Background: an optimization exercise with open tools, aiming at small area, a short achievable clock period and few clock cycles per item. Do not read the settings as production practice. Only simulation tests tie the RTL to the original design; equivalence was not proved.

## flow/design.v

```verilog
package csu_pkg;
	localparam int SUM_W = 64;
	typedef struct packed {
		logic start;
		logic ack;
	} div_cmd_t;
endpackage
module csu_accum #(
	parameter int DATA_WIDTH  = 32,
	parameter int COUNT_WIDTH = 32
) (
	input  logic                   clk,
	input  logic                   arst_n,
	input  logic                   upd,
	input  logic [DATA_WIDTH-1:0]  value,
	input  logic                   take,
	input  logic                   take_val,
	output logic [DATA_WIDTH-1:0]  minimum,
	output logic [DATA_WIDTH-1:0]  maximum,
	output logic [csu_pkg::SUM_W-1:0] total_sum,
	output logic [COUNT_WIDTH-1:0] non_null_count,
	output logic [COUNT_WIDTH-1:0] item_count,
	output logic                   all_null
);
	localparam int SUM_W = csu_pkg::SUM_W;
	logic                   seen_q;
	logic [COUNT_WIDTH-1:0] items_q;
	logic [COUNT_WIDTH-1:0] values_q;
	logic [DATA_WIDTH-1:0]  min_q;
	logic [DATA_WIDTH-1:0]  max_q;
	logic [SUM_W-1:0]       sum_q;
	logic [SUM_W-1:0]       sum_add;
	csu_sum_add #(
		.SUM_W(SUM_W),
		.VAL_W(DATA_WIDTH)
	) u_add (
		.sum  (sum_q),
		.value(value),
		.en   (take_val),
		.res  (sum_add)
	);
	always_ff @(posedge clk or negedge arst_n) begin
		if (!arst_n) begin
			seen_q   <= 1'b0;
			items_q  <= '0;
			values_q <= '0;
			min_q    <= '0;
			max_q    <= '0;
			sum_q    <= '0;
		end else if (upd) begin
			items_q  <= items_q + COUNT_WIDTH'(take && !(&items_q));
			values_q <= values_q + COUNT_WIDTH'(take_val && !(&values_q));
			sum_q    <= sum_add;
			seen_q   <= seen_q || take_val;
			if (take_val && (!seen_q || $signed(value) < $signed(min_q))) begin
				min_q <= value;
			end
			if (take_val && (!seen_q || $signed(value) > $signed(max_q))) begin
				max_q <= value;
			end
		end
	end
	assign minimum        = min_q;
	assign maximum        = max_q;
	assign total_sum      = sum_q;
	assign non_null_count = values_q;
	assign item_count     = items_q;
	assign all_null       = !seen_q;
endmodule
module csu_sum_add #(
	parameter int SUM_W = 64,
	parameter int VAL_W = 32
) (
	input  logic [SUM_W-1:0] sum,
	input  logic [VAL_W-1:0] value,
	input  logic             en,
	output logic [SUM_W-1:0] res
);
	localparam int HI_W = SUM_W - VAL_W;
	logic [VAL_W:0]   lo;
	logic             vneg;
	logic [HI_W-1:0]  hi;
	logic [HI_W-1:0]  hi_inc;
	logic [HI_W-1:0]  hi_dec;
	logic             keep;
	logic             inc;
	logic             dec;
	assign lo     = {1'b0, sum[VAL_W-1:0]} + {1'b0, en ? value : '0};
	assign vneg   = en && value[VAL_W-1];
	assign hi     = sum[SUM_W-1:VAL_W];
	assign hi_inc = hi + 1'b1;
	assign hi_dec = hi - 1'b1;
	assign keep   = (lo[VAL_W] == vneg);
	assign inc    = lo[VAL_W] && !vneg;
	assign dec    = !lo[VAL_W] && vneg;
	assign res    = {({HI_W{keep}} & hi) | ({HI_W{inc}} & hi_inc) | ({HI_W{dec}} & hi_dec),
		lo[VAL_W-1:0]};
endmodule
module csu_div #(
	parameter int COUNT_WIDTH = 32,
	parameter int FRAC_BITS   = 8,
	parameter int MEAN_W      = 40,
	parameter int BEAT_W      = 34
) (
	input  logic                      clk,
	input  logic                      arst_n,
	input  logic                      new_vld,
	input  logic [csu_pkg::SUM_W-1:0] new_sum,
	input  logic [COUNT_WIDTH-1:0]    new_cnt,
	input  logic [BEAT_W-1:0]         new_beat,
	input  logic                      recirc,
	output logic                      out_vld,
	output logic [MEAN_W-1:0]         out_mean,
	output logic [BEAT_W-1:0]         out_beat,
	output logic                      last_vld
);
	localparam int SUM_W = csu_pkg::SUM_W;
	localparam int CW    = COUNT_WIDTH;
	localparam int QW    = MEAN_W;
	localparam int NDIV  = QW / 2;
	localparam int LAST  = NDIV + 1;        
	logic              s0_vld;
	logic [SUM_W-1:0]  s0_sum;
	logic [CW-1:0]     s0_cnt;
	logic [BEAT_W-1:0] s0_beat;
	logic [LAST:1]             vld_q;
	logic [LAST:1][CW-1:0]     rem_q;
	logic [LAST:1][QW-1:0]     lo_q;
	logic [LAST:1][CW-1:0]     nc_q;
	logic [LAST:1][CW+1:0]     n3_q;
	logic [LAST:1]             neg_q;
	logic [LAST:1][BEAT_W-1:0] beat_q;
	logic              p_vld;
	logic [QW-1:0]     p_mean;
	logic [BEAT_W-1:0] p_beat;
	always_ff @(posedge clk or negedge arst_n) begin
		if (!arst_n) begin
			s0_vld <= 1'b0;
		end else begin
			s0_vld <= recirc || new_vld;
		end
	end
	always_ff @(posedge clk) begin
		if (recirc) begin
			s0_sum  <= SUM_W'($signed(p_mean));
			s0_cnt  <= CW'(1) << FRAC_BITS;
			s0_beat <= p_beat;
		end else begin
			s0_sum  <= new_sum;
			s0_cnt  <= new_cnt;
			s0_beat <= new_beat;
		end
	end
	logic             s0_zero;
	logic             s0_sneg;
	logic [SUM_W-1:0] s0_nz;
	logic [SUM_W-1:0] s0_mag;
	logic [CW-1:0]    s0_nc;
	logic [CW+1:0]    s0_n3;
	assign s0_zero = (s0_cnt == '0);
	assign s0_sneg = s0_sum[SUM_W-1];
	always_comb begin
		s0_nz[0] = 1'b0;
		for (int i = 1; i < SUM_W; i++) begin
			s0_nz[i] = s0_nz[i-1] || s0_sum[i-1];
		end
	end
	assign s0_mag = s0_sum ^ (s0_nz & {SUM_W{s0_sneg}});
	assign s0_nc  = ~s0_cnt + CW'(1);
	assign s0_n3  = {2'b11, ~s0_cnt} + {1'b1, ~s0_cnt, 1'b1} + (CW+2)'(2);
	always_ff @(posedge clk or negedge arst_n) begin
		if (!arst_n) begin
			vld_q[1] <= 1'b0;
		end else begin
			vld_q[1] <= s0_vld;
		end
	end
	always_ff @(posedge clk) begin
		rem_q[1]  <= s0_zero ? '0 : s0_mag[SUM_W-1:SUM_W-CW];
		lo_q[1]   <= s0_zero ? '0 : {s0_mag[SUM_W-CW-1:0], FRAC_BITS'(0)};
		nc_q[1]   <= s0_zero ? '1 : s0_nc;
		n3_q[1]   <= s0_zero ? ((CW+2)'(0) - (CW+2)'(3)) : s0_n3;
		neg_q[1]  <= !s0_zero && s0_sneg;
		beat_q[1] <= s0_beat;
	end
	for (genvar i = 2; i <= LAST; i++) begin : g_div
		logic [CW+2:0] x;
		logic [CW+3:0] t1;
		logic [CW+3:0] t2;
		logic [CW+3:0] t3;
		logic          g1;
		logic          g2;
		logic          g3;
		logic [CW-1:0] rem_n;
		logic [QW-1:0] lo_n;
		logic [CW-1:0] nc_n;
		logic [CW+1:0] n3_n;
		assign x  = {1'b0, rem_q[i-1], lo_q[i-1][QW-1:QW-2]};
		assign t1 = {1'b0, x} + {1'b0, 3'b111, nc_q[i-1]};
		assign t2 = {1'b0, x} + {1'b0, 2'b11, nc_q[i-1], 1'b0};
		assign t3 = {1'b0, x} + {1'b0, 1'b1, n3_q[i-1]};
		assign g1 = t1[CW+3];
		assign g2 = t2[CW+3];
		assign g3 = t3[CW+3];
		if (i == 2) begin : g_first
			logic [CW+3:0] t4;
			logic          ovf;
			logic [QW-1:0] lim;
			assign t4  = {1'b0, x} + {1'b0, 1'b1, nc_q[i-1], 2'b00};
			assign ovf = t4[CW+3];
			assign lim = neg_q[i-1] ? (QW'(1) << (QW - 1)) : ((QW'(1) << (QW - 1)) - 1'b1);
			assign rem_n = ovf ? CW'({FRAC_BITS{!neg_q[i-1]}}) :
				(g3 ? t3[CW-1:0] : (g2 ? t2[CW-1:0] : (g1 ? t1[CW-1:0] : x[CW-1:0])));
			assign lo_n  = ovf ? {lim[QW-FRAC_BITS-3:0], FRAC_BITS'(0), lim[QW-1:QW-2]} :
				{lo_q[i-1][QW-3:0], g2, g3 || (g1 && !g2)};
			assign nc_n  = ovf ? (CW'(0) - (CW'(1) << FRAC_BITS)) : nc_q[i-1];
			assign n3_n  = ovf ? ((CW+2)'(0) - (CW+2)'(3 << FRAC_BITS)) : n3_q[i-1];
		end else begin : g_next
			assign rem_n = g3 ? t3[CW-1:0] : (g2 ? t2[CW-1:0] : (g1 ? t1[CW-1:0] : x[CW-1:0]));
			assign lo_n  = {lo_q[i-1][QW-3:0], g2, g3 || (g1 && !g2)};
			assign nc_n  = nc_q[i-1];
			assign n3_n  = n3_q[i-1];
		end
		always_ff @(posedge clk or negedge arst_n) begin
			if (!arst_n) begin
				vld_q[i] <= 1'b0;
			end else begin
				vld_q[i] <= vld_q[i-1];
			end
		end
		always_ff @(posedge clk) begin
			rem_q[i]  <= rem_n;
			lo_q[i]   <= lo_n;
			nc_q[i]   <= nc_n;
			n3_q[i]   <= n3_n;
			neg_q[i]  <= neg_q[i-1];
			beat_q[i] <= beat_q[i-1];
		end
	end
	logic [QW-1:0] quo;
	logic          qneg;
	logic [QW-1:0] qnz;
	logic [QW-1:0] mean_n;
	assign quo  = lo_q[LAST];
	assign qneg = neg_q[LAST];
	always_comb begin
		qnz[0] = 1'b0;
		for (int i = 1; i < QW; i++) begin
			qnz[i] = qnz[i-1] || quo[i-1];
		end
	end
	assign mean_n = quo[QW-1] ? {qneg, {(QW-1){!qneg}}} : (quo ^ (qnz & {QW{qneg}}));
	always_ff @(posedge clk or negedge arst_n) begin
		if (!arst_n) begin
			p_vld <= 1'b0;
		end else begin
			p_vld <= vld_q[LAST];
		end
	end
	always_ff @(posedge clk) begin
		p_mean <= mean_n;
		p_beat <= beat_q[LAST];
	end
	assign out_vld  = p_vld;
	assign out_mean = p_mean;
	assign out_beat = p_beat;
	assign last_vld = vld_q[LAST];
endmodule
module column_running_statistics_unit #(
	parameter int DATA_WIDTH  = 32,
	parameter int COUNT_WIDTH = 32,
	parameter int FRAC_BITS   = 8
) (
	input  logic                clk,
	input  logic                arst_n,
	input  logic                cfg_we,
	input  logic                cfg_wdata,
	input  logic                s_tvalid,
	output logic                s_tready,
	input  logic [((DATA_WIDTH+7)/8)*8-1:0] s_tdata,
	input  logic                s_tuser,
	output logic                m_tvalid,
	input  logic                m_tready,
	output logic [((2*DATA_WIDTH + 64 + (((DATA_WIDTH+FRAC_BITS) > 64) ? 64 :
		(DATA_WIDTH+FRAC_BITS)) + 2*COUNT_WIDTH + 7)/8)*8-1:0] m_tdata,
	output logic                m_tuser
);
	localparam int SUM_W  = csu_pkg::SUM_W;
	localparam int MEAN_W = ((DATA_WIDTH + FRAC_BITS) > 64) ? 64 : (DATA_WIDTH + FRAC_BITS);
	localparam int OUT_W  = 2*DATA_WIDTH + SUM_W + MEAN_W + 2*COUNT_WIDTH;
	localparam int OUT_TW = ((OUT_W + 7) / 8) * 8;
	localparam int BEAT_W = DATA_WIDTH + 2;
	localparam int NST    = MEAN_W / 2 + 3;     
	localparam int ROT_W  = $clog2(NST);
	logic                   frozen_q;
	logic                   accept;
	logic                   ready_q;
	logic                   in_vld_q;
	logic [BEAT_W-1:0]      in_beat_q;
	logic [SUM_W-1:0]       sum_q;
	logic [COUNT_WIDTH-1:0] cnt_q;
	logic [SUM_W-1:0]       sum_n;
	logic [COUNT_WIDTH-1:0] cnt_n;
	logic [ROT_W-1:0]       rot_q;
	logic [ROT_W-1:0]       rot_n;
	logic                   sk_vld_q;
	logic                   sk_vld_n;
	logic [MEAN_W-1:0]      sk_mean_q;
	logic [BEAT_W-1:0]      sk_beat_q;
	logic                   m_valid_q;
	logic [MEAN_W-1:0]      mean_q;
	logic                   out_vld;
	logic [MEAN_W-1:0]      out_mean;
	logic [BEAT_W-1:0]      out_beat;
	logic                   last_vld;
	logic                   rotating;
	logic                   recirc;
	logic                   stall;
	logic                   go;
	logic                   in_vld_n;
	logic                   can_out;
	logic                   load;
	logic [MEAN_W-1:0]      src_mean;
	logic [BEAT_W-1:0]      src_beat;
	assign accept   = s_tvalid && ready_q;
	assign s_tready = ready_q;
	assign rotating = (rot_q != '0);
	assign recirc   = out_vld && (rotating || sk_vld_q);
	assign stall    = rotating || (out_vld && sk_vld_q);
	assign go       = in_vld_q && !stall;
	always_ff @(posedge clk or negedge arst_n) begin
		if (!arst_n) begin
			frozen_q <= 1'b0;
		end else if (cfg_we) begin
			frozen_q <= cfg_wdata;
		end
	end
	assign in_vld_n = accept || (in_vld_q && stall);
	always_ff @(posedge clk or negedge arst_n) begin
		if (!arst_n) begin
			in_vld_q <= 1'b0;
			ready_q  <= 1'b1;
		end else begin
			in_vld_q <= in_vld_n;
			ready_q  <= !(in_vld_n && ((rot_n != '0) || (last_vld && sk_vld_n)));
		end
	end
	always_ff @(posedge clk) begin
		if (!(in_vld_q && stall)) begin
			in_beat_q <= {!frozen_q && !s_tuser, !frozen_q, s_tdata[DATA_WIDTH-1:0]};
		end
	end
	csu_sum_add #(
		.SUM_W(SUM_W),
		.VAL_W(DATA_WIDTH)
	) u_add (
		.sum  (sum_q),
		.value(in_beat_q[DATA_WIDTH-1:0]),
		.en   (in_beat_q[BEAT_W-1]),
		.res  (sum_n)
	);
	assign cnt_n  = cnt_q + COUNT_WIDTH'(in_beat_q[BEAT_W-1] && !(&cnt_q));
	always_ff @(posedge clk or negedge arst_n) begin
		if (!arst_n) begin
			sum_q <= '0;
			cnt_q <= '0;
		end else if (go) begin
			sum_q <= sum_n;
			cnt_q <= cnt_n;
		end
	end
	csu_div #(
		.COUNT_WIDTH(COUNT_WIDTH),
		.FRAC_BITS  (FRAC_BITS),
		.MEAN_W     (MEAN_W),
		.BEAT_W     (BEAT_W)
	) u_div (
		.clk     (clk),
		.arst_n  (arst_n),
		.new_vld (go),
		.new_sum (sum_n),
		.new_cnt (cnt_n),
		.new_beat(in_beat_q),
		.recirc  (recirc),
		.out_vld (out_vld),
		.out_mean(out_mean),
		.out_beat(out_beat),
		.last_vld(last_vld)
	);
	assign rot_n = (out_vld && sk_vld_q && !rotating) ? ROT_W'(NST - 1) :
		(rotating ? rot_q - 1'b1 : rot_q);
	always_ff @(posedge clk or negedge arst_n) begin
		if (!arst_n) begin
			rot_q <= '0;
		end else begin
			rot_q <= rot_n;
		end
	end
	assign can_out  = !m_valid_q || m_tready;
	assign load     = can_out && (sk_vld_q || (out_vld && !recirc));
	assign src_mean = sk_vld_q ? sk_mean_q : out_mean;
	assign src_beat = sk_vld_q ? sk_beat_q : out_beat;
	assign sk_vld_n = sk_vld_q ? !can_out : (out_vld && !recirc && !can_out);
	always_ff @(posedge clk or negedge arst_n) begin
		if (!arst_n) begin
			sk_vld_q  <= 1'b0;
			m_valid_q <= 1'b0;
		end else begin
			sk_vld_q  <= sk_vld_n;
			m_valid_q <= load || !can_out;
		end
	end
	always_ff @(posedge clk) begin
		if (!sk_vld_q) begin
			sk_mean_q <= out_mean;
			sk_beat_q <= out_beat;
		end
		if (load) begin
			mean_q <= src_mean;
		end
	end
	logic [DATA_WIDTH-1:0]  minimum;
	logic [DATA_WIDTH-1:0]  maximum;
	logic [SUM_W-1:0]       total_sum;
	logic [COUNT_WIDTH-1:0] non_null_count;
	logic [COUNT_WIDTH-1:0] item_count;
	logic                   all_null;
	csu_accum #(
		.DATA_WIDTH (DATA_WIDTH),
		.COUNT_WIDTH(COUNT_WIDTH)
	) u_accum (
		.clk           (clk),
		.arst_n        (arst_n),
		.upd           (load),
		.value         (src_beat[DATA_WIDTH-1:0]),
		.take          (src_beat[DATA_WIDTH]),
		.take_val      (src_beat[DATA_WIDTH+1]),
		.minimum       (minimum),
		.maximum       (maximum),
		.total_sum     (total_sum),
		.non_null_count(non_null_count),
		.item_count    (item_count),
		.all_null      (all_null)
	);
	assign m_tvalid = m_valid_q;
	assign m_tdata  = OUT_TW'({item_count, non_null_count, mean_q, total_sum, maximum, minimum});
	assign m_tuser  = all_null;
endmodule
```

## flow/run.sh

```bash
#!/bin/bash
# synth_recipe.tcl (not shown) runs the flow's synth.tcl, then flattens the netlist and writes it again
# the make line also repeats each setting of config.mk as NAME=value (left out here)
make -C /OpenROAD-flow-scripts/flow DESIGN_CONFIG=/design/flow/config.mk WORK_HOME=/design/flow/orfs CLKGATE_MAP_FILE= SYNTH_SCRIPT=/design/flow/synth_recipe.tcl finish
```

## flow/config.mk

```make
export PLATFORM = sky130hd
export DESIGN_NAME = column_running_statistics_unit
export DESIGN_NICKNAME = column_running_statistics_unit
export VERILOG_FILES = /design/flow/design.v
export SDC_FILE = /design/flow/constraint.sdc
export NUM_CORES = 4
export LEC_CHECK = 0
export CAP_MARGIN = 20
export CORE_MARGIN = 2
export CORE_UTILIZATION = 40
export SLEW_MARGIN = 20
```

## flow/constraint.sdc

```tcl
create_clock -name core_clock -period 7.0 [get_ports {clk}]
set_input_delay 1.4000 -clock core_clock [delete_from_list [all_inputs] [get_ports {clk}]]
set_output_delay 1.4000 -clock core_clock [all_outputs]
set_load 0.01 [all_outputs]
```

==> summary.txt, run 1 <==
Clocking
  – CTS resizes: 0
  – Setup bufs post-CTS: 0
  – Clock buffer depth: 4
  – Clock slew at reported path FFs: 0.06 ns
  – CTS tree: built
  – Post-CTS Hold Buffers: 0
  – CTS sink count: 4039
  – H-Tree Depth: 5
  – CTS buffer count: 409
  – Worst skew pair latency: 1.02 ns
  – Clock root cell: clkbuf_16

Yosys
  – Post-synth top cells: dfxtp_1, ha_1, nand2_1
  – Synth top area cells: dfxtp_1, ha_1, a21oi_1, xnor2_1, dfrtp_1
  – Register area share after synthesis: 0.412
  – Number of synthesized flops with an enable pin: 74
  – Synth warn: 3
  – Synthesized cell area: 202000 sq um
  – Most frequent cell after synthesis: dfxtp_1
  – Post-synth top area share: 0.361
  – Gate Count Post-Synth: 21612
  – Syn_nets: 23867
  – Ys flop type: dfxtp_1
  – Yosys top cell by area: dfxtp_1
  – Mapped Avg Cell Area: 9.33 sq um
  – Synth cell types: 103
  – FFs w/ async S/R, synth: 0.0797
  – Synthesized flop and latch total: 4039

STA
  – Sum Neg Setup Slack: 0 ns
  – Hold WS: 0.258 ns
  – Final hold violations: 0
  – Max Fclk: 161 MHz
  – Worst Max-Slew Pin Slew: 1.14 ns
  – Setup-failing EPs final: 0
  – Final min period: 6.21 ns
  – Final WS setup: 0.785 ns
  – Clock skew: 0.0824 ns
  – Final period util: 0.888
  – Final Max Tran Viols: 0
  – RSZ-0062 raised after global routing: no
  – Slew margin rel.: 0.223

Routing
  – Vias after detailed routing: 155846
  – ANT nets after route: 0
  – Drt pass-1 iters: 5
  – WL per Instance: 19.3 microns
  – Vias per Instance: 5.38
  – First-iteration detailed-routing DRC count: 10323
  – WL final: 558000 microns
  – DRC violation count after routing: 0

Global routing
  – Largest net degree at the start of global routing: 112
  – GR Util All Layers: 0.211
  – First-pass GRT wire length: 865000 microns
  – GRT overflow: 0
  – Vias in the first global route: 150473
  – Antenna violations before repair: 37

Final layout
  – Register area: 83200 sq um
  – Multi-input gate area: 115000 sq um
  – Fraction of layout instances using a drive strength above 1: 0.0547
  – Final #Nets: 24166
  – Fin util: 0.453
  – Area grow syn2layout: 12.6%
  – Fill cells: 47781
  – Final non-filler cell total: 28971

Placed design
  – IO Port Bufs: 273
  – Post-DP HPWL: 439000 microns
  – Placed cells: 28180
  – Final GP Congestion: 0.923
  – Setup Slack @ Placement: 0.853 ns

Floorplanning
  – Core area: 502000 sq um
  – Rows: 260
  – Die width: 714 microns
  – Vert. Die Dim: 714 microns
  – # IOs: 274
  – Starting density of the core: 0.402
  – DIE AREA: 510000 sq um

Run
  – Max cap viols: 0

Critical path
  – Critical path class: register to register
  – Req. time, crit path: 7.90 ns
  – WP data arrival: 7.12 ns
  – CP endpoint kind: register
  – Startpoint types: register
  – Critical-path maximum fanout: 33

Run status
  – Outcome: complete, no violations

Min path
  – Worst min path class: register to register
[routing by layer]
metal  wire length, microns  vias up  track usage  part of all wire
met2                 261000     3192        0.359              0.47
met3                  20800      942       0.0199             0.037
met4                  22600        2       0.0796             0.040
li1                       -    78684            -                 -
met1                 254000    73026        0.278              0.46
met5                     13        -            0          0.000023
[cell families after synthesis]
group | share of synthesized area
DFF | 0.412
xor gates and xnor gates | 0.0750
AOI/OAI and AO/OA | 0.200
and+or+nand+nor | 0.136
muxes | 0.0165
buffers and inverters | 0.0208
adders and majority gates | 0.140
[state kept, by name, summed over array words and instances (netlist names), 40 cells and up]
register,flops
u_div.beat_q,714
u_div.rem_q,640
sum_q,64
u_div.s0_sum,64
u_div.lo_q,692
u_div.p_mean,40
u_div.n3_q,661
mean_q,40
u_div.nc_q,637
u_accum.sum_q,64
sk_mean_q,40
[layout by cell type (no fill, tap or decap), types with 422 or more instances in the layout]
cell type,count
dfxtp_1,3640
ha_1,2157
nand2_1,1840
a21oi_1,1702
nor2_1,1573
o21ai_0,1341
xnor2_1,956
xor2_1,771
inv_1,591
a21o_1,569
o21a_1,422
[through the flow]
| step | area, sq um |
|---|---|
| 3_5_place_dp | 212000 |
| 5_1_grt | 227000 |
| 4_1_cts | 227000 |
| 6_report | 227000 |
| 3_3_place_gp | 212000 |
| 2_1_floorplan | 202000 |
[layout make-up]
cell class / count / share of cell area
Multi-Input combinational cell: 16457 / 0.505
Antenna cell: 27 / 0.000297
Tap cell: 6681 / 0.0368
Inverter: 602 / 0.00995
Clock buffer: 546 / 0.0516
Timing Repair Buffer: 402 / 0.0168
Clock inverter: 217 / 0.0131
Sequential cell: 4039 / 0.366
[critical path, stage by stage, from the launching register on]
cell and delay (ns):
dfrtp_4 0.56, buf_4 0.51, mux2_2 0.45, and2_1 0.17, ha_1 0.34, a21o_1 0.20
nand2_1 0.08, nand4b_1 0.20, a21oi_1 0.24, o22a_1 0.25, o311a_1 0.22, o31ai_1 0.11
o21a_1 0.19, o21ai_0 0.17, nand2b_1 0.12, a31oi_1 0.25, o21ai_0 0.25, inv_1 0.11
ha_1 0.54, inv_2 0.26, buf_4 0.27, nor4_1 0.27, a21oi_1 0.07, o31ai_1 0.22
[final timing paths]
| check | startpoint | endpoint | slack (ns) | cells after the start |
|---|---|---|---|---|
| setup / recovery | sk_vld_q$_DFF_PN0_ | u_accum.sum_q[58]$_DFFE_PN0P_ | 0.79 | 23 |
| hold / removal | u_div.lo_q[123]$_DFF_P_ | u_div.lo_q[165]$_DFF_P_ | 0.26 | 0 |
| setup reg to reg | sk_vld_q$_DFF_PN0_ | u_accum.sum_q[58]$_DFFE_PN0P_ | 0.79 | 23 |
| hold reg to reg | u_div.lo_q[123]$_DFF_P_ | u_div.lo_q[165]$_DFF_P_ | 0.26 | 0 |
| max in group asynchronous | arst_n | sum_q[10]$_DFFE_PN0P_ | 5.25 | 2 |
| min in group asynchronous | arst_n | cnt_q[7]$_DFFE_PN0P_ | 0.45 | 1 |
Testbench counts, summed over its fixed seeds: cycles 3,400, items 3,200.
==> inputs of run 2 (changes only) <==
--- a/flow/config.mk
+++ b/flow/config.mk
@@ -8,4 +8,5 @@
 export CAP_MARGIN = 20
 export CORE_MARGIN = 2
 export CORE_UTILIZATION = 40
+export SETUP_SLACK_MARGIN = 3.5
 export SLEW_MARGIN = 20
==> summary.txt, run 2 <==
Min path
  – Hold path start: u_div.lo_q[560]$_DFF_P_ (was u_div.lo_q[123]$_DFF_P_)
  – Worst min path class: register to register (unchanged)
  – Hold Path Cell Cnt: 0 (unchanged)

STA
  – Final min period: 5.20 ns (was 6.21 ns)
  – Setup-failing EPs final: 0 (unchanged)
  – Final period util: 0.743 (was 0.888)
  – Clock skew: 0.150 ns (was 0.0824 ns)
  – Final WS setup: 1.80 ns (was 0.785 ns)
  – Slew margin rel.: 0.0994 (was 0.223)
  – Final hold violations: 0 (unchanged)
  – Final Max Tran Viols: 0 (unchanged)
  – RSZ-0062 raised after global routing: yes (was no)
  – Sum Neg Setup Slack: 0 ns (unchanged)
  – Worst Max-Slew Pin Slew: 1.34 ns (was 1.14 ns)
  – Max Fclk: 192 MHz (was 161 MHz)

Yosys
  – Syn_nets: 23867 (unchanged)
  – Number of synthesized flops with an enable pin: 74 (unchanged)
  – Synth top area cells: dfxtp_1, ha_1, a21oi_1, xnor2_1, dfrtp_1 (unchanged)
  – Post-synth top area share: 0.361 (unchanged)
  – Synthesized cell area: 202000 sq um (unchanged)
  – Yosys top cell by area: dfxtp_1 (unchanged)
  – Gate Count Post-Synth: 21612 (unchanged)
  – Ys flop type: dfxtp_1 (unchanged)
  – FFs w/ async S/R, synth: 0.0797 (unchanged)
  – Most frequent cell after synthesis: dfxtp_1 (unchanged)
  – Synthesized flop and latch total: 4039 (unchanged)
  – Post-synth top cells: dfxtp_1, ha_1, nand2_1 (unchanged)
  – Synth cell types: 103 (unchanged)
  – Mapped Avg Cell Area: 9.33 sq um (unchanged)
  – Synth warn: 3 (unchanged)
  – Register area share after synthesis: 0.412 (unchanged)

Final layout
  – Fraction of layout instances using a drive strength above 1: 0.225 (was 0.0547)
  – Final #Nets: 25630 (was 24166)
  – Largest registers: u_div.beat_q: 714 flops, u_div.lo_q: 692 flops, u_div.n3_q: 661 flops (unchanged)
  – Commonest non-fill, non-tap cells in the layout: dfxtp_1, ha_1, nand2_1 (unchanged)
  – Number of flip-flops in the largest register: 714 (unchanged)
  – Area grow syn2layout: 30.6% (was 12.6%)
  – Biggest register: u_div.beat_q (unchanged)
  – Commonest non-fill, non-tap cell in the layout: dfxtp_1 (unchanged)
  – Fill cells: 43939 (was 47781)

Critical path
  – Worst-path cell chain: buf_12 > buf_16 > mux2_4 > and2_1 > ha_1 > o21ai_0 > a21oi_1 > nand4_1 > o22a_1 > o311a_1 > o31ai_2 > o21a_1 > o21ai_1 > nand2b_1 > a31oi_2 > o21ai_2 > ha_4 > or3_4 > buf_12 > a21oi_4 > and3_4 > nor3_1 > o21ai_1 > o21ai_1 (was buf_4 > mux2_2 > and2_1 > ha_1 > a21o_1 > nand2_1 > nand4b_1 > a21oi_1 > o22a_1 > o311a_1 > o31ai_1 > o21a_1 > o21ai_0 > nand2b_1 > a31oi_1 > o21ai_0 > inv_1 > ha_1 > inv_2 > buf_4 > nor4_1 > a21oi_1 > o31ai_1)
  – Critical R2R Launch: sk_vld_q$_DFF_PN0_ (unchanged)
  – Req. time, crit path: 7.90 ns (about the same)
  – Slowest CP cell: dfrtp_4 (unchanged)
  – WP data arrival: 6.10 ns (was 7.12 ns)
  – Critical-path maximum fanout: 16 (was 33)
  – Startpoint types: register (unchanged)
  – Critical path class: register to register (unchanged)
  – Critical path's largest stage delay: 0.54 ns (was 0.56 ns)
  – Critical Path Stages: 24 (was 23)
  – Top cell by count, worst path: o21ai_1
  – CP endpoint kind: register (unchanged)
  – Worst setup startpoint: sk_vld_q$_DFF_PN0_ (unchanged)
  – Cell family with most CP delay: compound AO/OA/AOI/OAI gates (unchanged)
  – Worst R2R Path Depth: 24 (was 23)
  – Crit path buf inv count: 3 (was 4)

Floorplanning
  – Core area: 502000 sq um (unchanged)
  – Vert. Die Dim: 714 microns (unchanged)
  – Starting density of the core: 0.402 (unchanged)
  – Rows: 260 (unchanged)
  – Die width: 714 microns (unchanged)
  – # IOs: 274 (unchanged)
  – DIE AREA: 510000 sq um (unchanged)

Clocking
  – H-Tree Depth: 5 (unchanged)
  – Worst skew pair latency: 1.09 ns (was 1.02 ns)
  – Clock root cell: clkbuf_16 (unchanged)
  – CTS buffer count: 411 (was 409)
  – CTS sink count: 4039 (unchanged)
  – CTS tree: built (unchanged)
  – Clock buffer depth: 4 (unchanged)
  – Clock slew at reported path FFs: 0.07 ns (was 0.06 ns)

Routing
  – Vias per Instance: 5.60 (was 5.38)
  – DRC violation count after routing: 0 (unchanged)
  – WL per Instance: 21.8 microns (was 19.3 microns)
  – First-iteration detailed-routing DRC count: 13770 (was 10323)
  – Vias after detailed routing: 170360 (was 155846)
  – ANT nets after route: 0 (unchanged)
  – WL final: 663000 microns (was 558000 microns)
  – Drt pass-1 iters: 7 (was 5)

Run
  – Max cap viols: 0 (unchanged)

Placed design
  – IO Port Bufs: 273 (unchanged)
  – Final GP Congestion: 0.940 (was 0.923)
  – Post-DP HPWL: 439000 microns (about the same)
  – Setup Slack @ Placement: 1.03 ns (was 0.853 ns)

Run status
  – Outcome: complete, no violations (unchanged)

Global routing
  – Antenna violations before repair: 49 (was 37)
  – First-pass GRT wire length: 968000 microns (was 865000 microns)
  – GRT overflow: 0 (unchanged)
  – GR Util All Layers: 0.240 (was 0.211)
  – Vias in the first global route: 161599 (was 150473)
  – Largest net degree at the start of global routing: 126 (was 112)
[run 2: cell count changes in the layout (fill, tap and decap cells not counted), sizes merged, moves of 5 or more]
cell	before	now
clkbuf	546	589
inv	641	623
diode	27	34
clkinv	97	130
a21oi	1712	1717
bufbuf	0	12
a31o	47	60
clkinvlp	37	52
buf	130	1484
bufinv	44	35
clkdlybuf4s50	272	115
nand2	1843	1849
dlygate4sd2	0	154
[run 2: final cells by class]
type	instances	area (sq um)	share of cell area
Clock buffer	542	11600	0.0440
Inverter	602	2490	0.00947
Tap cell	6681	8360	0.0317
Timing Repair inverter	10	133	0.000504
Timing Repair Buffer	1815	22100	0.0840
Multi-Input combinational cell	16496	132000	0.500
Clock inverter	228	2870	0.0109
Antenna cell	34	85.1	0.000323
Sequential cell	4039	83900	0.319
[run 2: kinds of logic after synthesis]
logic type      Yosys count  share of synthesized area
flops                  4039                      0.412
fa+ha+maj              2216                      0.140
simple gates           5852                      0.136
mux                     309                     0.0165
buf+inv                1116                     0.0208
xor+xnor               1727                     0.0750
compound gates         6353                      0.200
[run 2: timing repair]
item,CTS,global route
endpoints found under the setup margin,1260,1100
gates resized for setup,3074,1806
pin swaps,922,1073
setup buffers,822,387
hold buffers,0,0
hold endpoints to repair,0,0
cloned,203,57
[run 2: per-stage QoR]
step	instances	area [sq um]	util	hold WS (ns)
global route	30440	263000	0.525	0.247
detailed placement	28174	214000	0.426	0.312
CTS	29969	251000	0.501	0.227
floorplan	21612	204000	-	0.309
finish	30447	263000	0.525	0.253
global placement	28174	214000	0.426	0.310
[run 2: worst register-to-register path, cell delays in order (launching register included)]
cell	delay, ns
dfrtp_4	0.54
buf_12	0.16
buf_16	0.16
mux2_4	0.36
and2_1	0.18
ha_1	0.34
o21ai_0	0.12
a21oi_1	0.24
nand4_1	0.14
o22a_1	0.24
o311a_1	0.33
o31ai_2	0.23
o21a_1	0.18
o21ai_1	0.06
nand2b_1	0.12
a31oi_2	0.11
o21ai_2	0.26
ha_4	0.25
or3_4	0.35
buf_12	0.15
a21oi_4	0.12
and3_4	0.20
nor3_1	0.05
o21ai_1	0.16
o21ai_1	0.07
[run 2: path summary, 6_finish.rpt]
check	slack (ns)	end
setup / recovery	1.80	u_accum.sum_q[51]$_DFFE_PN0P_
hold / removal	0.25	u_div.lo_q[602]$_DFF_P_
setup reg to reg	1.80	u_accum.sum_q[51]$_DFFE_PN0P_
hold reg to reg	0.25	u_div.lo_q[602]$_DFF_P_
max in group asynchronous	5.25	u_accum.sum_q[59]$_DFFE_PN0P_
min in group asynchronous	0.28	u_accum.items_q[26]$_DFFE_PN0P_
[run 2: routing by layer]
layer,GRT usage,vias to the layer above,share of wire
met5,0,-,0.00011
met4,0.100,12,0.049
met3,0.0274,1451,0.059
met2,0.389,5385,0.45
met1,0.325,81571,0.44
li1,-,81941,-
==> inputs of run 3 (changes only) <==
--- a/flow/design.v
+++ b/flow/design.v
@@ -4,6 +4,16 @@
 		logic start;
 		logic ack;
 	} div_cmd_t;
+	function automatic logic [63:0] below_or64(input logic [63:0] x);
+		logic [63:0] t;
+		t = x;
+		for (int d = 1; d < 64; d = d * 2) begin
+			for (int i = 63; i >= d; i--) begin
+				t[i] = t[i] | t[i-d];
+			end
+		end
+		below_or64 = {t[62:0], 1'b0};
+	endfunction
 endpackage
 module csu_accum #(
 	parameter int DATA_WIDTH  = 32,
@@ -36,7 +46,6 @@
 	) u_add (
 		.sum  (sum_q),
 		.value(value),
-		.en   (take_val),
 		.res  (sum_add)
 	);
 	always_ff @(posedge clk or negedge arst_n) begin
@@ -73,28 +82,24 @@
 ) (
 	input  logic [SUM_W-1:0] sum,
 	input  logic [VAL_W-1:0] value,
-	input  logic             en,
 	output logic [SUM_W-1:0] res
 );
 	localparam int HI_W = SUM_W - VAL_W;
 	logic [VAL_W:0]   lo;
 	logic             vneg;
 	logic [HI_W-1:0]  hi;
+	logic [HI_W-1:0]  hi_c0;
+	logic [HI_W-1:0]  hi_c1;
+	assign lo    = {1'b0, sum[VAL_W-1:0]} + {1'b0, value};
+	assign vneg  = value[VAL_W-1];
+	assign hi    = sum[SUM_W-1:VAL_W];
 	logic [HI_W-1:0]  hi_inc;
 	logic [HI_W-1:0]  hi_dec;
-	logic             keep;
-	logic             inc;
-	logic             dec;
-	assign lo     = {1'b0, sum[VAL_W-1:0]} + {1'b0, en ? value : '0};
-	assign vneg   = en && value[VAL_W-1];
-	assign hi     = sum[SUM_W-1:VAL_W];
 	assign hi_inc = hi + 1'b1;
 	assign hi_dec = hi - 1'b1;
-	assign keep   = (lo[VAL_W] == vneg);
-	assign inc    = lo[VAL_W] && !vneg;
-	assign dec    = !lo[VAL_W] && vneg;
-	assign res    = {({HI_W{keep}} & hi) | ({HI_W{inc}} & hi_inc) | ({HI_W{dec}} & hi_dec),
-		lo[VAL_W-1:0]};
+	assign hi_c0  = ({HI_W{vneg}} & hi_dec) | ({HI_W{!vneg}} & hi);
+	assign hi_c1  = ({HI_W{vneg}} & hi) | ({HI_W{!vneg}} & hi_inc);
+	assign res    = {({HI_W{lo[VAL_W]}} & hi_c1) | ({HI_W{!lo[VAL_W]}} & hi_c0), lo[VAL_W-1:0]};
 endmodule
 module csu_div #(
 	parameter int COUNT_WIDTH = 32,
@@ -159,12 +164,7 @@
 	logic [CW+1:0]    s0_n3;
 	assign s0_zero = (s0_cnt == '0);
 	assign s0_sneg = s0_sum[SUM_W-1];
-	always_comb begin
-		s0_nz[0] = 1'b0;
-		for (int i = 1; i < SUM_W; i++) begin
-			s0_nz[i] = s0_nz[i-1] || s0_sum[i-1];
-		end
-	end
+	assign s0_nz = csu_pkg::below_or64(s0_sum);
 	assign s0_mag = s0_sum ^ (s0_nz & {SUM_W{s0_sneg}});
 	assign s0_nc  = ~s0_cnt + CW'(1);
 	assign s0_n3  = {2'b11, ~s0_cnt} + {1'b1, ~s0_cnt, 1'b1} + (CW+2)'(2);
@@ -243,12 +243,7 @@
 	logic [QW-1:0] mean_n;
 	assign quo  = lo_q[LAST];
 	assign qneg = neg_q[LAST];
-	always_comb begin
-		qnz[0] = 1'b0;
-		for (int i = 1; i < QW; i++) begin
-			qnz[i] = qnz[i-1] || quo[i-1];
-		end
-	end
+	assign qnz = QW'(csu_pkg::below_or64(64'(quo)));
 	assign mean_n = quo[QW-1] ? {qneg, {(QW-1){!qneg}}} : (quo ^ (qnz & {QW{qneg}}));
 	always_ff @(posedge clk or negedge arst_n) begin
 		if (!arst_n) begin
@@ -303,10 +298,16 @@
 	logic [COUNT_WIDTH-1:0] cnt_n;
 	logic [ROT_W-1:0]       rot_q;
 	logic [ROT_W-1:0]       rot_n;
-	logic                   sk_vld_q;
+	logic                   q0_vld_q;
+	logic                   q0_vld_n;
+	logic [MEAN_W-1:0]      q0_mean_q;
+	logic [BEAT_W-1:0]      q0_beat_q;
+	logic                   q1_vld_q;
+	logic                   q1_vld_n;
+	logic [MEAN_W-1:0]      q1_mean_q;
+	logic [BEAT_W-1:0]      q1_beat_q;
+	logic                   q_push;
 	logic                   sk_vld_n;
-	logic [MEAN_W-1:0]      sk_mean_q;
-	logic [BEAT_W-1:0]      sk_beat_q;
 	logic                   m_valid_q;
 	logic [MEAN_W-1:0]      mean_q;
 	logic                   out_vld;
@@ -320,13 +321,11 @@
 	logic                   in_vld_n;
 	logic                   can_out;
 	logic                   load;
-	logic [MEAN_W-1:0]      src_mean;
-	logic [BEAT_W-1:0]      src_beat;
 	assign accept   = s_tvalid && ready_q;
 	assign s_tready = ready_q;
 	assign rotating = (rot_q != '0);
-	assign recirc   = out_vld && (rotating || sk_vld_q);
-	assign stall    = rotating || (out_vld && sk_vld_q);
+	assign recirc   = out_vld && (rotating || q1_vld_q);
+	assign stall    = rotating || (out_vld && q1_vld_q);
 	assign go       = in_vld_q && !stall;
 	always_ff @(posedge clk or negedge arst_n) begin
 		if (!arst_n) begin
@@ -347,7 +346,8 @@
 	end
 	always_ff @(posedge clk) begin
 		if (!(in_vld_q && stall)) begin
-			in_beat_q <= {!frozen_q && !s_tuser, !frozen_q, s_tdata[DATA_WIDTH-1:0]};
+			in_beat_q <= {!frozen_q && !s_tuser, !frozen_q,
+				(!frozen_q && !s_tuser) ? s_tdata[DATA_WIDTH-1:0] : '0};
 		end
 	end
 	csu_sum_add #(
@@ -356,7 +356,6 @@
 	) u_add (
 		.sum  (sum_q),
 		.value(in_beat_q[DATA_WIDTH-1:0]),
-		.en   (in_beat_q[BEAT_W-1]),
 		.res  (sum_n)
 	);
 	assign cnt_n  = cnt_q + COUNT_WIDTH'(in_beat_q[BEAT_W-1] && !(&cnt_q));
@@ -387,7 +386,7 @@
 		.out_beat(out_beat),
 		.last_vld(last_vld)
 	);
-	assign rot_n = (out_vld && sk_vld_q && !rotating) ? ROT_W'(NST - 1) :
+	assign rot_n = (out_vld && q1_vld_q && !rotating) ? ROT_W'(NST - 1) :
 		(rotating ? rot_q - 1'b1 : rot_q);
 	always_ff @(posedge clk or negedge arst_n) begin
 		if (!arst_n) begin
@@ -397,26 +396,33 @@
 		end
 	end
 	assign can_out  = !m_valid_q || m_tready;
-	assign load     = can_out && (sk_vld_q || (out_vld && !recirc));
-	assign src_mean = sk_vld_q ? sk_mean_q : out_mean;
-	assign src_beat = sk_vld_q ? sk_beat_q : out_beat;
-	assign sk_vld_n = sk_vld_q ? !can_out : (out_vld && !recirc && !can_out);
+	assign load     = can_out && q0_vld_q;
+	assign q_push   = out_vld && !recirc;
+	assign q0_vld_n = (q0_vld_q && !can_out) || q1_vld_q || q_push;
+	assign q1_vld_n = q0_vld_n && (q1_vld_q ? !can_out : (q_push && q0_vld_q && !can_out));
+	assign sk_vld_n = q1_vld_n;
 	always_ff @(posedge clk or negedge arst_n) begin
 		if (!arst_n) begin
-			sk_vld_q  <= 1'b0;
+			q0_vld_q  <= 1'b0;
+			q1_vld_q  <= 1'b0;
 			m_valid_q <= 1'b0;
 		end else begin
-			sk_vld_q  <= sk_vld_n;
+			q0_vld_q  <= q0_vld_n;
+			q1_vld_q  <= q1_vld_n;
 			m_valid_q <= load || !can_out;
 		end
 	end
 	always_ff @(posedge clk) begin
-		if (!sk_vld_q) begin
-			sk_mean_q <= out_mean;
-			sk_beat_q <= out_beat;
+		if (!q0_vld_q || can_out) begin
+			q0_mean_q <= q1_vld_q ? q1_mean_q : out_mean;
+			q0_beat_q <= q1_vld_q ? q1_beat_q : out_beat;
+		end
+		if (!q1_vld_q) begin
+			q1_mean_q <= out_mean;
+			q1_beat_q <= out_beat;
 		end
 		if (load) begin
-			mean_q <= src_mean;
+			mean_q <= q0_mean_q;
 		end
 	end
 	logic [DATA_WIDTH-1:0]  minimum;
@@ -432,9 +438,9 @@
 		.clk           (clk),
 		.arst_n        (arst_n),
 		.upd           (load),
-		.value         (src_beat[DATA_WIDTH-1:0]),
-		.take          (src_beat[DATA_WIDTH]),
-		.take_val      (src_beat[DATA_WIDTH+1]),
+		.value         (q0_beat_q[DATA_WIDTH-1:0]),
+		.take          (q0_beat_q[DATA_WIDTH]),
+		.take_val      (q0_beat_q[DATA_WIDTH+1]),
 		.minimum       (minimum),
 		.maximum       (maximum),
 		.total_sum     (total_sum),
--- a/flow/config.mk
+++ b/flow/config.mk
@@ -8,5 +8,5 @@
 export CAP_MARGIN = 20
 export CORE_MARGIN = 2
 export CORE_UTILIZATION = 40
-export SETUP_SLACK_MARGIN = 3.5
+export SETUP_SLACK_MARGIN = 3.0
 export SLEW_MARGIN = 20
==> summary.txt, run 3 <==
Yosys
  – Gate Count Post-Synth: 22321 (was 21612)
  – Ys flop type: dfxtp_1 (unchanged)
  – Mapped Avg Cell Area: 9.39 sq um (was 9.33 sq um)
  – Register area share after synthesis: 0.408 (was 0.412)
  – Most frequent cell after synthesis: dfxtp_1 (unchanged)
  – Number of synthesized flops with an enable pin: 148 (was 74)
  – Synth top area cells: dfxtp_1, ha_1, a21oi_1, xnor2_1, dfrtp_1 (unchanged)
  – Post-synth top area share: 0.348 (was 0.361)
  – Synthesized flop and latch total: 4114 (was 4039)
  – Synthesized cell area: 209000 sq um (was 202000 sq um)
  – FFs w/ async S/R, synth: 0.0785 (was 0.0797)
  – Syn_nets: 24574 (was 23867)
  – Synth cell types: 97 (was 103)
  – Synth warn: 3 (unchanged)
  – Yosys top cell by area: dfxtp_1 (unchanged)
  – Post-synth top cells: dfxtp_1, ha_1, a21oi_1 (was dfxtp_1, ha_1, nand2_1)

Routing
  – Drt pass-1 iters: 19 (was 7)
  – Vias after detailed routing: 169591 (was 170360)
  – ANT nets after route: 0 (unchanged)
  – DRC violation count after routing: 0 (unchanged)
  – Vias per Instance: 5.63 (was 5.60)
  – First-iteration detailed-routing DRC count: 13042 (was 13770)
  – WL per Instance: 22.3 microns (was 21.8 microns)
  – WL final: 672000 microns (was 663000 microns)

Global routing
  – Vias in the first global route: 160225 (was 161599)
  – Antenna violations before repair: 51 (was 49)
  – First-pass GRT wire length: 987000 microns (was 968000 microns)
  – Largest net degree at the start of global routing: 147 (was 126)
  – GRT overflow: 0 (unchanged)
  – GR Util All Layers: 0.240 (about the same)

Floorplanning
  – DIE AREA: 530000 sq um (was 510000 sq um)
  – Starting density of the core: 0.402 (about the same)
  – Die width: 728 microns (was 714 microns)
  – Core area: 521000 sq um (was 502000 sq um)
  – Vert. Die Dim: 728 microns (was 714 microns)
  – # IOs: 274 (unchanged)
  – Rows: 265 (was 260)

Critical path
  – Req. time, crit path: 7.87 ns (was 7.90 ns)
  – Critical path's largest stage delay: 0.55 ns (was 0.54 ns)
  – CP endpoint kind: register (unchanged)
  – Startpoint types: register (unchanged)
  – Worst setup startpoint: u_div.s0_sum[3]$_DFF_P_ (was sk_vld_q$_DFF_PN0_)
  – Critical R2R Launch: u_div.s0_sum[3]$_DFF_P_ (was sk_vld_q$_DFF_PN0_)
  – Crit path buf inv count: 0 (was 3)
  – Worst-path cell chain: or4_4 > nor4_4 > nand4b_4 > or4_4 > or4_4 > or4_4 > nand2b_4 > or4_4 > o41ai_4 > xor2_1 > nor2_1 (was buf_12 > buf_16 > mux2_4 > and2_1 > ha_1 > o21ai_0 > a21oi_1 > nand4_1 > o22a_1 > o311a_1 > o31ai_2 > o21a_1 > o21ai_1 > nand2b_1 > a31oi_2 > o21ai_2 > ha_4 > or3_4 > buf_12 > a21oi_4 > and3_4 > nor3_1 > o21ai_1 > o21ai_1)
  – Cell family with most CP delay: simple AND/OR/NAND/NOR gates (was compound AO/OA/AOI/OAI gates)
  – Slowest CP cell: or4_4 (was dfrtp_4)
  – Critical path class: register to register (unchanged)
  – WP data arrival: 5.05 ns (was 6.10 ns)
  – Critical-path maximum fanout: 4 (was 16)
  – Top cell by count, worst path: or4_4 (was o21ai_1)

STA
  – Sum Neg Setup Slack: 0 ns (unchanged)
  – Clock skew: 0.0974 ns (was 0.150 ns)
  – Final period util: 0.597 (was 0.743)
  – Max Fclk: 239 MHz (was 192 MHz)
  – Final Max Tran Viols: 0 (unchanged)
  – Final hold violations: 0 (unchanged)
  – Final min period: 4.18 ns (was 5.20 ns)
  – Worst Max-Slew Pin Slew: 1.08 ns (was 1.34 ns)
  – RSZ-0062 raised after global routing: yes (unchanged)
  – Slew margin rel.: 0.272 (was 0.0994)
  – Setup-failing EPs final: 0 (unchanged)

Clocking
  – CTS tree: built (unchanged)
  – Worst skew pair latency: 1.05 ns (was 1.09 ns)
  – H-Tree Depth: 5 (unchanged)
  – Clock root cell: clkbuf_16 (unchanged)
  – CTS sink count: 4114 (was 4039)
  – CTS buffer count: 410 (was 411)
  – Clock buffer depth: 4 (unchanged)
  – Clock slew at reported path FFs: 0.07 ns (about the same)
  – Post-CTS Hold Buffers: 0 (unchanged)

Final layout
  – Biggest register: u_div.beat_q (unchanged)
  – Number of flip-flops in the largest register: 714 (unchanged)
  – Final non-filler cell total: 30126 (was 30447)
  – Area grow syn2layout: 14.9% (was 30.6%)
  – Fin util: 0.462 (was 0.525)
  – Final Cell Area: 241000 sq um (was 263000 sq um)
  – Commonest non-fill, non-tap cell in the layout: dfxtp_1 (unchanged)
  – Commonest non-fill, non-tap cells in the layout: dfxtp_1, ha_1, a21oi_1 (was dfxtp_1, ha_1, nand2_1)
  – Largest registers: u_div.beat_q: 714 flops, u_div.lo_q: 692 flops, u_div.n3_q: 669 flops (was u_div.beat_q: 714 flops, u_div.lo_q: 692 flops, u_div.n3_q: 661 flops)
  – Fraction of layout instances using a drive strength above 1: 0.0879 (was 0.225)
  – Final #Nets: 25004 (was 25630)

Placed design
  – Placed cells: 29071 (was 28174)
  – Post-DP Area: 220000 sq um (was 214000 sq um)
  – IO Port Bufs: 273 (unchanged)
  – Post-DP HPWL: 523000 microns (was 439000 microns)
  – Final GP Congestion: 0.949 (was 0.940)

Run
  – Max cap viols: 0 (unchanged)

Min path
  – Worst min path class: input pin to async pin (was register to register)

Run status
  – Outcome: complete, no violations (unchanged)
## run 3: cell count changes in the layout (fill, tap and decap cells not counted), moves of 175 or more
cell / change
a211oi_1: +233
dfxtp_2: -177
a21o_1: +306
buf_6: -256
o21ai_2: -227
a21oi_1: +567
dfxtp_1: +263
o21ai_0: +430
buf_4: -569
o21a_1: -175
a21oi_2: -214
ha_1: +209
o21ai_1: -331
## run 3: cell type report
cell class	instances	area (sq um)
clock inverters	215	2940
clock buffers	553	11700
flip-flops and latches	4114	85500
repair buffers	591	6110
diodes	77	193
well taps	6942	8690
inverters	600	2290
fillers	49216	280000
multi-input cells	17033	123000
repair inverters	1	7.51
## run 3: metrics by stage
stage / hold slack, ns / setup slack, ns
after floorplan: 0.310 / 3.01
after global placement: 0.309 / 1.43
after detailed placement: 0.312 / 1.47
after CTS: 0.235 / 2.55
after global routing: 0.267 / 2.70
final: 0.275 / 2.82
## run 3: metal layers
metal / vias up / routed length, microns / share of wire / GRT usage
li1: 82474 / - / - / -
met1: 80930 / 289000 / 0.43 / 0.307
met2: 4743 / 309000 / 0.46 / 0.397
met3: 1424 / 35100 / 0.052 / 0.0296
met4: 20 / 39100 / 0.058 / 0.121
met5: - / 131 / 0.00019 / 0
## run 3: worst paths after layout
check                                              to  slack [ns]  cells after the start
max                        u_div.rem_q[30]$_SDFF_PP0_        2.82                     11
min                          u_div.vld_q[1]$_DFF_PN0_        0.28                      1
max in group asynchronous                   async pin        5.26                      2
min in group core_clock     u_div.beat_q[407]$_DFF_P_        0.29                      0
max reg2reg                u_div.rem_q[30]$_SDFF_PP0_        2.82                     11
min reg2reg                 u_div.beat_q[407]$_DFF_P_        0.29                      0
## run 3: kinds of logic (layout without fill, tap and decap cells)
kind of cell             Yosys count  in the layout  share of synthesized area
XOR/XNOR                        1791           1791                     0.0749
adder cells (fa/ha/maj)         2214           2214                      0.134
other                              0             77                          0
AND/OR/NAND/NOR                 5704           5714                      0.128
buffers and inverters           1193           1960                     0.0214
flip-flops                      4114           4114                      0.408
AO/OA/AOI/OAI                   6824           6833                      0.209
multiplexers                     481            481                     0.0243
## run 3: repair_timing
action | in CTS | in global routing
gates cloned | 20 | 16
setup endpoints to repair | 837 | 699
gates resized for setup | 470 | 394
pin swaps | 89 | 131
buffers inserted | 101 | 73
hold endpoints to repair | 0 | 0
Testbench counts of run 3, summed over its fixed seeds: cycles 3,408, items 3,200.
==> inputs of run 4 (changes only) <==
--- a/flow/design.v
+++ b/flow/design.v
@@ -202,25 +202,10 @@
 		assign g1 = t1[CW+3];
 		assign g2 = t2[CW+3];
 		assign g3 = t3[CW+3];
-		if (i == 2) begin : g_first
-			logic [CW+3:0] t4;
-			logic          ovf;
-			logic [QW-1:0] lim;
-			assign t4  = {1'b0, x} + {1'b0, 1'b1, nc_q[i-1], 2'b00};
-			assign ovf = t4[CW+3];
-			assign lim = neg_q[i-1] ? (QW'(1) << (QW - 1)) : ((QW'(1) << (QW - 1)) - 1'b1);
-			assign rem_n = ovf ? CW'({FRAC_BITS{!neg_q[i-1]}}) :
-				(g3 ? t3[CW-1:0] : (g2 ? t2[CW-1:0] : (g1 ? t1[CW-1:0] : x[CW-1:0])));
-			assign lo_n  = ovf ? {lim[QW-FRAC_BITS-3:0], FRAC_BITS'(0), lim[QW-1:QW-2]} :
-				{lo_q[i-1][QW-3:0], g2, g3 || (g1 && !g2)};
-			assign nc_n  = ovf ? (CW'(0) - (CW'(1) << FRAC_BITS)) : nc_q[i-1];
-			assign n3_n  = ovf ? ((CW+2)'(0) - (CW+2)'(3 << FRAC_BITS)) : n3_q[i-1];
-		end else begin : g_next
-			assign rem_n = g3 ? t3[CW-1:0] : (g2 ? t2[CW-1:0] : (g1 ? t1[CW-1:0] : x[CW-1:0]));
-			assign lo_n  = {lo_q[i-1][QW-3:0], g2, g3 || (g1 && !g2)};
-			assign nc_n  = nc_q[i-1];
-			assign n3_n  = n3_q[i-1];
-		end
+		assign rem_n = g3 ? t3[CW-1:0] : (g2 ? t2[CW-1:0] : (g1 ? t1[CW-1:0] : x[CW-1:0]));
+		assign lo_n  = {lo_q[i-1][QW-3:0], g2, g3 || (g1 && !g2)};
+		assign nc_n  = nc_q[i-1];
+		assign n3_n  = n3_q[i-1];
 		always_ff @(posedge clk or negedge arst_n) begin
 			if (!arst_n) begin
 				vld_q[i] <= 1'b0;
==> summary.txt, run 4 <==
Min path
  – Hold EP: u_div.beat_q[484]$_DFF_P_
  – Hold Path Cell Cnt: 0
  – Hold path start: u_div.beat_q[450]$_DFF_P_
  – Worst min path class: register to register (was input pin to async pin)

Critical path
  – CP endpoint kind: register (unchanged)
  – Slowest CP cell: or4_4 (unchanged)
  – Worst R2R Path Depth: 11 (unchanged)
  – Worst-path cell chain: or4_4 > or3_1 > or4_4 > or3_4 > nand4b_4 > or4_4 > or3_4 > or4_4 > o21ai_2 > xor2_1 > nor2_1 (was or4_4 > nor4_4 > nand4b_4 > or4_4 > or4_4 > or4_4 > nand2b_4 > or4_4 > o41ai_4 > xor2_1 > nor2_1)
  – Startpoint types: register (unchanged)
  – Critical R2R Launch: u_div.s0_sum[14]$_DFF_P_ (was u_div.s0_sum[3]$_DFF_P_)
  – Critical path's largest stage delay: 0.55 ns (about the same)
  – Critical path class: register to register (unchanged)
  – Cell family with most CP delay: simple AND/OR/NAND/NOR gates (unchanged)
  – WP data arrival: 5.01 ns (was 5.05 ns)
  – Req. time, crit path: 7.84 ns (was 7.87 ns)
  – R2r endpoint: u_div.rem_q[30]$_SDFF_PP0_ (unchanged)
  – Worst setup startpoint: u_div.s0_sum[14]$_DFF_P_ (was u_div.s0_sum[3]$_DFF_P_)
  – Crit path buf inv count: 0 (unchanged)
  – Worst R2R Setup Slack: 2.83 ns (was 2.82 ns)
  – Critical-path maximum fanout: 4 (unchanged)
  – Top cell by count, worst path: or4_4 (unchanged)

STA
  – Setup-failing EPs final: 0 (unchanged)
  – Final min period: 4.17 ns (was 4.18 ns)
  – Final period util: 0.596 (was 0.597)
  – Final Max Tran Viols: 0 (unchanged)
  – RSZ-0062 raised after global routing: yes (unchanged)
  – Worst Max-Slew Pin Slew: 1.08 ns (about the same)
  – Sum Neg Setup Slack: 0 ns (unchanged)
  – Slew margin rel.: 0.271 (was 0.272)
  – Max Fclk: 240 MHz (was 239 MHz)
  – Clock skew: 0.0799 ns (was 0.0974 ns)
  – Final hold violations: 0 (unchanged)

Placed design
  – Placed cells: 28500 (was 29071)
  – Final GP Congestion: 0.931 (was 0.949)
  – IO Port Bufs: 273 (unchanged)
  – Post-DP HPWL: 448000 microns (was 523000 microns)

Final layout
  – Fill cells: 48610 (was 49216)
  – Largest registers: u_div.beat_q: 714 flops, u_div.lo_q: 692 flops, u_div.n3_q: 670 flops (was u_div.beat_q: 714 flops, u_div.lo_q: 692 flops, u_div.n3_q: 669 flops)
  – Number of flip-flops in the largest register: 714 (unchanged)
  – Fraction of layout instances using a drive strength above 1: 0.0870 (was 0.0879)
  – Biggest register: u_div.beat_q (unchanged)
  – Fin util: 0.462 (about the same)
  – Commonest non-fill, non-tap cells in the layout: dfxtp_1, ha_1, a21oi_1 (unchanged)
  – Final #Nets: 24625 (was 25004)
  – Commonest non-fill, non-tap cell in the layout: dfxtp_1 (unchanged)
  – Area grow syn2layout: 14.9% (about the same)
  – Final non-filler cell total: 29514 (was 30126)

Routing
  – Vias after detailed routing: 162103 (was 169591)
  – DRC violation count after routing: 0 (unchanged)
  – Drt pass-1 iters: 10 (was 19)
  – WL final: 592000 microns (was 672000 microns)
  – ANT nets after route: 0 (unchanged)
  – Vias per Instance: 5.49 (was 5.63)
  – First-iteration detailed-routing DRC count: 10599 (was 13042)
  – WL per Instance: 20.0 microns (was 22.3 microns)

Global routing
  – GR Util All Layers: 0.215 (was 0.240)
  – Vias in the first global route: 154053 (was 160225)
  – GRT overflow: 0 (unchanged)
  – Largest net degree at the start of global routing: 94 (was 147)
  – First-pass GRT wire length: 897000 microns (was 987000 microns)
  – Antenna violations before repair: 16 (was 51)

Yosys
  – Yosys top cell by area: dfxtp_1 (unchanged)
  – Most frequent cell after synthesis: dfxtp_1 (unchanged)
  – Post-synth top area share: 0.354 (was 0.348)
  – Mux cell area share after synthesis: 0.0205 (was 0.0243)
  – Synth Area in Adders: 0.135 (was 0.134)
  – Mapped Avg Cell Area: 9.41 sq um (was 9.39 sq um)
  – Gate Count Post-Synth: 21917 (was 22321)
  – Simple-gate share of the synthesized area: 0.124 (was 0.128)
  – Synth cell types: 97 (unchanged)
  – Syn_nets: 24139 (was 24574)
  – Number of synthesized flops with an enable pin: 148 (unchanged)
  – Synthesized cell area: 206000 sq um (was 209000 sq um)
  – Post-synth top cells: dfxtp_1, ha_1, a21oi_1 (unchanged)
  – FFs w/ async S/R, synth: 0.0785 (unchanged)
  – Synth top area cells: dfxtp_1, ha_1, a21oi_1, xnor2_1, dfrtp_1 (unchanged)
  – Synth Area in XOR/XNOR: 0.0767 (was 0.0749)
  – Synthesized flop and latch total: 4114 (unchanged)
  – Synth warn: 3 (unchanged)
  – Largest family of logic cells by synthesized area: compound AO/OA/AOI/OAI gates (unchanged)
  – Ys flop type: dfxtp_1 (unchanged)
  – Register area share after synthesis: 0.414 (was 0.408)
  – Post-synthesis compound-gate area fraction: 0.210 (was 0.209)

Clocking
  – Worst skew pair latency: 1.03 ns (was 1.05 ns)
  – H-Tree Depth: 5 (unchanged)
  – Post-CTS Hold Buffers: 0 (unchanged)
  – CTS buffer count: 408 (was 410)
  – CTS sink count: 4114 (unchanged)
  – Clock buffer depth: 4 (unchanged)
  – CTS tree: built (unchanged)
  – Clock slew at reported path FFs: 0.06 ns (was 0.07 ns)
  – Clock root cell: clkbuf_16 (unchanged)

Run
  – Max cap viols: 0 (unchanged)

Floorplanning
  – Vert. Die Dim: 722 microns (was 728 microns)
  – Die width: 722 microns (was 728 microns)
  – Starting density of the core: 0.402 (about the same)
  – Core area: 513000 sq um (was 521000 sq um)
  – # IOs: 274 (unchanged)
  – DIE AREA: 521000 sq um (was 530000 sq um)
  – Rows: 263 (was 265)

Run status
  – Outcome: complete, no violations (unchanged)
==> run 4: area by class of cell <==
| class | instances | area (sq um) | area share |
|---|---|---|---|
| multi-input cells | 16719 | 120000 | 0.508 |
| inverters | 551 | 2100 | 0.00888 |
| repair buffers | 608 | 6130 | 0.0259 |
| clock buffers | 534 | 11500 | 0.0486 |
| flip-flops and latches | 4114 | 85500 | 0.361 |
| well taps | 6757 | 8450 | 0.0357 |
| repair inverters | 1 | 7.51 | 0.0000317 |
| diodes | 10 | 25.0 | 0.000106 |
| clock inverters | 220 | 2850 | 0.0120 |
==> run 4: kinds of logic (layout without fill, tap and decap cells) <==
kind of cell    count (synthesis)  count (layout)
mux                           396             396
compound gates               6871            6891
other cells                     0              10
simple gates                 5435            5443
flops                        4114            4114
buf+inv                      1112            1914
xor+xnor                     1806            1806
fa+ha+maj                    2183            2183
==> run 4: layer usage <==
layer | up-vias | wire length [microns] | track usage
met1 | 76927 | 271000 | 0.290
met2 | 3572 | 274000 | 0.360
met4 | 4 | 22600 | 0.0739
met3 | 1029 | 23600 | 0.0201
met5 | - | 26 | 0
li1 | 80571 | - | -
==> run 4: stage by stage <==
step	area [sq um]	setup slack [ns]	hold slack [ns]
after global routing	237000	2.70	0.269
after CTS	234000	2.81	0.227
final	237000	2.83	0.277
after global placement	217000	1.84	0.309
after floorplan	206000	2.98	0.310
after detailed placement	217000	1.79	0.312
==> run 4: worst reg2reg max path: stages, from the launching register on <==
cell	delay, ns
dfxtp_1	0.35
or4_4	0.53
or3_1	0.32
or4_4	0.55
or3_4	0.41
nand4b_4	0.20
or4_4	0.44
or3_4	0.39
or4_4	0.47
o21ai_2	0.16
xor2_1	0.15
nor2_1	0.05
==> run 4: repair_timing <==
item / in CTS / in global routing
resized for setup: 391 / 454
setup endpoints to repair: 781 / 715
gates cloned: 27 / 18
buffers inserted: 93 / 111
pin swaps: 80 / 152
endpoints found under the hold margin: 0 / 0
==> run 4: how the worst max path moves through the flow <==
stage | cells past startpoint | to | slack (ns)
3_3_place_gp | 14 | register | 1.84
3_5_place_dp | 16 | u_div.rem_q[51]$_DFF_P_ | 1.79
6_report | 11 | u_div.rem_q[30]$_SDFF_PP0_ | 2.83
4_1_cts | 12 | u_div.rem_q[30]$_SDFF_PP0_ | 2.81
2_1_floorplan | 12 | u_div.rem_q[30]$_SDFF_PP0_ | 2.98
5_1_grt | 12 | u_div.rem_q[30]$_SDFF_PP0_ | 2.70
Testbench counts of run 4, summed over its fixed seeds: cycles 3,408, items 3,200.

[what the ideal ports hide]
No port has a modelled driver above. Below, the same layouts with a new extraction and two added sets of constraints. Step 1, drivers: a clkbuf_16 drives clk and a buf_2 each remaining input, both assumed. Step 2 adds t to the input delays and takes it off the output delays; t is the mean of the earliest and latest rising clock arrival at the registers after step 1. Input paths then give back, and output paths get back, about the clock's delay inside the block. Three values: ideal, step 1, step 2; two values: the first two.
| run | shift t [ns] | setup slack, ns | worst setup path after step 2 | worst slew at a driven data input, ns | pins driven straight from the clock port |
|---|---|---|---|---|---|
| run 1 | 1.107 | 0.785 / 0.785 / 0.785 | register to register | 0.18 | 1 |
| run 2 | 1.140 | 1.799 / 1.799 / 1.799 | register to register | 0.18 | 1 |
| run 3 | 1.131 | 2.819 / 2.819 / 2.190 | input to register | 0.07 | 1 |
| run 4 | 1.113 | 2.828 / 2.828 / 2.094 | input to register | 0.13 | 1 |
After both steps every run listed still meets setup and hold. For run 4, which loses most, drivers alone change the setup slack by 0.000 ns; drivers and shift together by -0.734 ns.
